What follows belongs to an exercise in optimizing a design on an open flow for small area; a production flow would make more cautious choices.
Function was checked by simulation only, so behaviour that the tests miss may differ from the original.
Power is estimated from default activity; no workload was simulated.

## fjord
Design pe_top, start of the top module:
module pe_top
(
    input  logic         clk,
    input  logic         rst_n,            
    input  logic [65:0]  instr_i,          
    input  logic         instr_valid_i,
    output logic         instr_ready_o,
    input  logic [33:0]  fwd1_i,           
    input  logic [33:0]  fwd2_i,
    output logic         wb_cyc_o,
    output logic         wb_stb_o,
    output logic         wb_we_o,
    output logic [31:0]  wb_adr_o,
    output logic [31:0]  wb_dat_o,
    output logic [3:0]   wb_sel_o,
    input  logic         wb_ack_i,
    input  logic [31:0]  wb_dat_i,
    output logic [31:0]  result_o,
    output logic [8:0]   tgt1_o,           
    output logic [8:0]   tgt2_o,
    output logic         branch_o,
    output logic         term_o,
    output logic         done_o,
    output logic [5:0]   icount_o
);
    localparam logic [1:0] S_IDLE  = 2'd0;    
    localparam logic [1:0] S_SETUP = 2'd1;    
    localparam logic [1:0] S_EXEC  = 2'd2;    
    localparam logic [1:0] S_POST  = 2'd3;    
    logic [2:0]   i_op;
    logic [3:0]   i_fn;
  ...
For scale: ~600 cells after synthesis, about 110 flip-flops.
clock: 7.0 ns
lec_check: 0
cap_margin: 20
core_margin: 2
core_utilization: 55
cts_buf_list: sky130_fd_sc_hd__clkbuf_4 sky130_fd_sc_hd__clkbuf_8
place_density: 0.7
slew_margin: 20
standard.sh (not shown) runs the stock make flow with config.mk's settings and CLKGATE_MAP_FILE= SYNTH_SCRIPT=/design/flow/synth_recipe.tcl, a recipe that flattens the netlist after the stock synthesis.
==> flow/flow/run.sh <==
#!/bin/bash
# The standard layout (standard.sh) with two changes:
#  - synthesis maps the logic with an area-oriented ABC script (flow/area.abc) in place of
#    ORFS's speed script; everything else in synth_recipe.tcl is kept as it is
#  - the port buffers are the smallest buffer cell, sky130_fd_sc_hd__buf_1
# Each ORFS step keeps its own log under orfs/logs; the make output goes to standard.log.
set -o pipefail
W=$(pwd)
{
  echo 'proc abc {args} {'
  echo '  set i [lsearch -exact $args -script]'
  echo '  if { $i >= 0 } { set args [lreplace $args [expr {$i + 1}] [expr {$i + 1}] $::env(MY_ABC_SCRIPT)] }'
  echo '  yosys abc {*}$args'
  echo '}'
  cat synth_recipe.tcl
} > my_synth.tcl
sed "s#SYNTH_SCRIPT=[^ ]*#SYNTH_SCRIPT=$W/my_synth.tcl#" standard.sh > my_standard.sh
export MY_ABC_SCRIPT=$W/flow/area.abc
export BUFFER_PORTS_ARGS="-buffer_cell sky130_fd_sc_hd__buf_1"
bash my_standard.sh > standard.log 2>&1
status=$?
tail -20 standard.log
exit $status
==> flow/flow/area.abc <==
&get -n
&st
&dch
&nf -R 1000
&put
fjord has completed all stages; timing, DRC and antenna checks passed.
The inputs of violet differ from those of fjord as listed below.
# fjord
export LEC_CHECK = 0
export CAP_MARGIN = 20
export CORE_MARGIN = 2
export CORE_UTILIZATION = 55
export CTS_BUF_LIST = sky130_fd_sc_hd__clkbuf_4 sky130_fd_sc_hd__clkbuf_8
export PLACE_DENSITY = 0.7
export SLEW_MARGIN = 20
create_clock -name core_clock -period 7.0 [get_ports {clk}]
# violet
export LEC_CHECK = 0
export CAP_MARGIN = 20
export CORE_MARGIN = 2
export CORE_UTILIZATION = 50
export SLEW_MARGIN = 20
create_clock -name core_clock -period 7.0 [get_ports {clk}]
diff --git a/flow/flow/run.sh b/flow/flow/run.sh
--- a/flow/flow/run.sh
+++ b/flow/flow/run.sh
@@ -1,3 +1,3 @@
 #!/bin/bash
-# The standard layout (standard.sh) with two changes:
+# The standard layout (standard.sh) with these changes:
 #  - synthesis maps the logic with an area-oriented ABC script (flow/area.abc) in place of
@@ -5,2 +5,3 @@
 #  - the port buffers are the smallest buffer cell, sky130_fd_sc_hd__buf_1
+#  - clock tree synthesis gets its arguments from CTS_ARGS: small clock buffers, no dummy loads
 # Each ORFS step keeps its own log under orfs/logs; the make output goes to standard.log.
@@ -19,2 +20,3 @@
 export BUFFER_PORTS_ARGS="-buffer_cell sky130_fd_sc_hd__buf_1"
+export CTS_ARGS="-sink_clustering_enable -repair_clock_nets -buf_list {sky130_fd_sc_hd__clkbuf_4 sky130_fd_sc_hd__clkbuf_8} -dont_use_dummy_load"
 bash my_standard.sh > standard.log 2>&1
Notes after the runs:
Of fjord and violet, the run reporting the higher clock network fraction of design power was fjord. Of fjord and violet, violet shows the lower number of iterations in the first detailed-routing pass, with fjord above it. Re count of H-tree levels built during CTS: no difference whatsoever between fjord and violet.
For nickel, these inputs were changed with respect to violet:
# violet
export LEC_CHECK = 0
export CAP_MARGIN = 20
export CORE_MARGIN = 2
export CORE_UTILIZATION = 50
export SLEW_MARGIN = 20
create_clock -name core_clock -period 7.0 [get_ports {clk}]
# nickel
export LEC_CHECK = 0
export CAP_MARGIN = 20
export CORE_MARGIN = 2
export CORE_UTILIZATION = 40
export SLEW_MARGIN = 20
create_clock -name core_clock -period 7.0 [get_ports {clk}]
diff --git a/flow/flow/run.sh b/flow/flow/run.sh
--- a/flow/flow/run.sh
+++ b/flow/flow/run.sh
@@ -20,3 +20,3 @@
 export BUFFER_PORTS_ARGS="-buffer_cell sky130_fd_sc_hd__buf_1"
-export CTS_ARGS="-sink_clustering_enable -repair_clock_nets -buf_list {sky130_fd_sc_hd__clkbuf_4 sky130_fd_sc_hd__clkbuf_8} -dont_use_dummy_load"
+export CTS_ARGS="-sink_clustering_enable -repair_clock_nets -buf_list sky130_fd_sc_hd__clkbuf_4 -root_buf sky130_fd_sc_hd__clkbuf_8 -dont_use_dummy_load"
 bash my_standard.sh > standard.log 2>&1
==> flow/flow/area.abc <==
&get -n
&st
&dc2
&dch -f
&nf -R 1000 -p
&put
## What came out
Diff violet -> nickel | power drawn by the clock network | decrease of about 23%
Of nickel and violet, it is nickel that has the higher multi-input logic portion of the cell area.
Delta (nickel minus violet): post-route non-filler standard cell count increased 3.3%, global-route usage lower, die span in y went up.
Critical path start-end classification: register to register -> violet, register to output pin -> nickel
#### Input delta (xenon over nickel)
# nickel
export LEC_CHECK = 0
export CAP_MARGIN = 20
export CORE_MARGIN = 2
export CORE_UTILIZATION = 40
export SLEW_MARGIN = 20
create_clock -name core_clock -period 7.0 [get_ports {clk}]
# xenon
export LEC_CHECK = 0
export CAP_MARGIN = 20
export CORE_MARGIN = 2
export CORE_UTILIZATION = 50
export SLEW_MARGIN = 20
create_clock -name core_clock -period 7.0 [get_ports {clk}]
==> flow/flow/area.abc <==
&get -n
&st
&dch
&nf -R 1000
&put
Findings:
- Going from nickel to xenon, simple-gate area share of the yosys netlist increased by 2.8 points relative to the old numbers, wire length went up, signed area change from the synthesized netlist to the final layout fell by 0.35 points, average vias per placed instance saw an increase.
- Changes observed in xenon relative to nickel: total power went down 15 uW, area of all placed cells without fillers went down 1.6%.

static timing again, ports no longer ideal:
Ports are ideal in the flow. The routed layouts listed here were re-timed in OpenROAD. Step 1 sets driving cells, clkbuf_16 on the clock port and buf_2 on the other inputs (assumed; they add their load-dependent delay and slew). Step 2, shift: input delay + t, output delay - t, t = (earliest + latest rising clock arrival at the registers) / 2. This alone moves slack from input paths to output paths. Slacks: ideal ports / drivers / drivers and shift; pairs: ideal ports / drivers.
| run | shift t [ns] | setup WS [ns] | worst hold slack (ns) | slew at the worst register clock pin (ns) | cell pins on the clock port's net |
|---|---|---|---|---|---|
| fjord | 0.459 | 2.941 / 2.941 / 2.709 | 0.430 / 0.430 / 0.430 | 0.08 / 0.08 | 1 |
| violet | 0.448 | 2.952 / 2.952 / 2.603 | 0.417 / 0.417 / 0.417 | 0.07 / 0.07 | 1 |
| nickel | 0.445 | 2.860 / 2.821 / 2.685 | 0.424 / 0.424 / 0.424 | 0.10 / 0.10 | 1 |
| xenon | 0.417 | 2.943 / 2.943 / 2.662 | 0.420 / 0.420 / 0.420 | 0.11 / 0.11 | 1 |
After both steps setup and hold are still met in every run listed. For violet, which loses most, drivers alone change the setup slack by 0.000 ns; drivers and shift together by -0.349 ns.
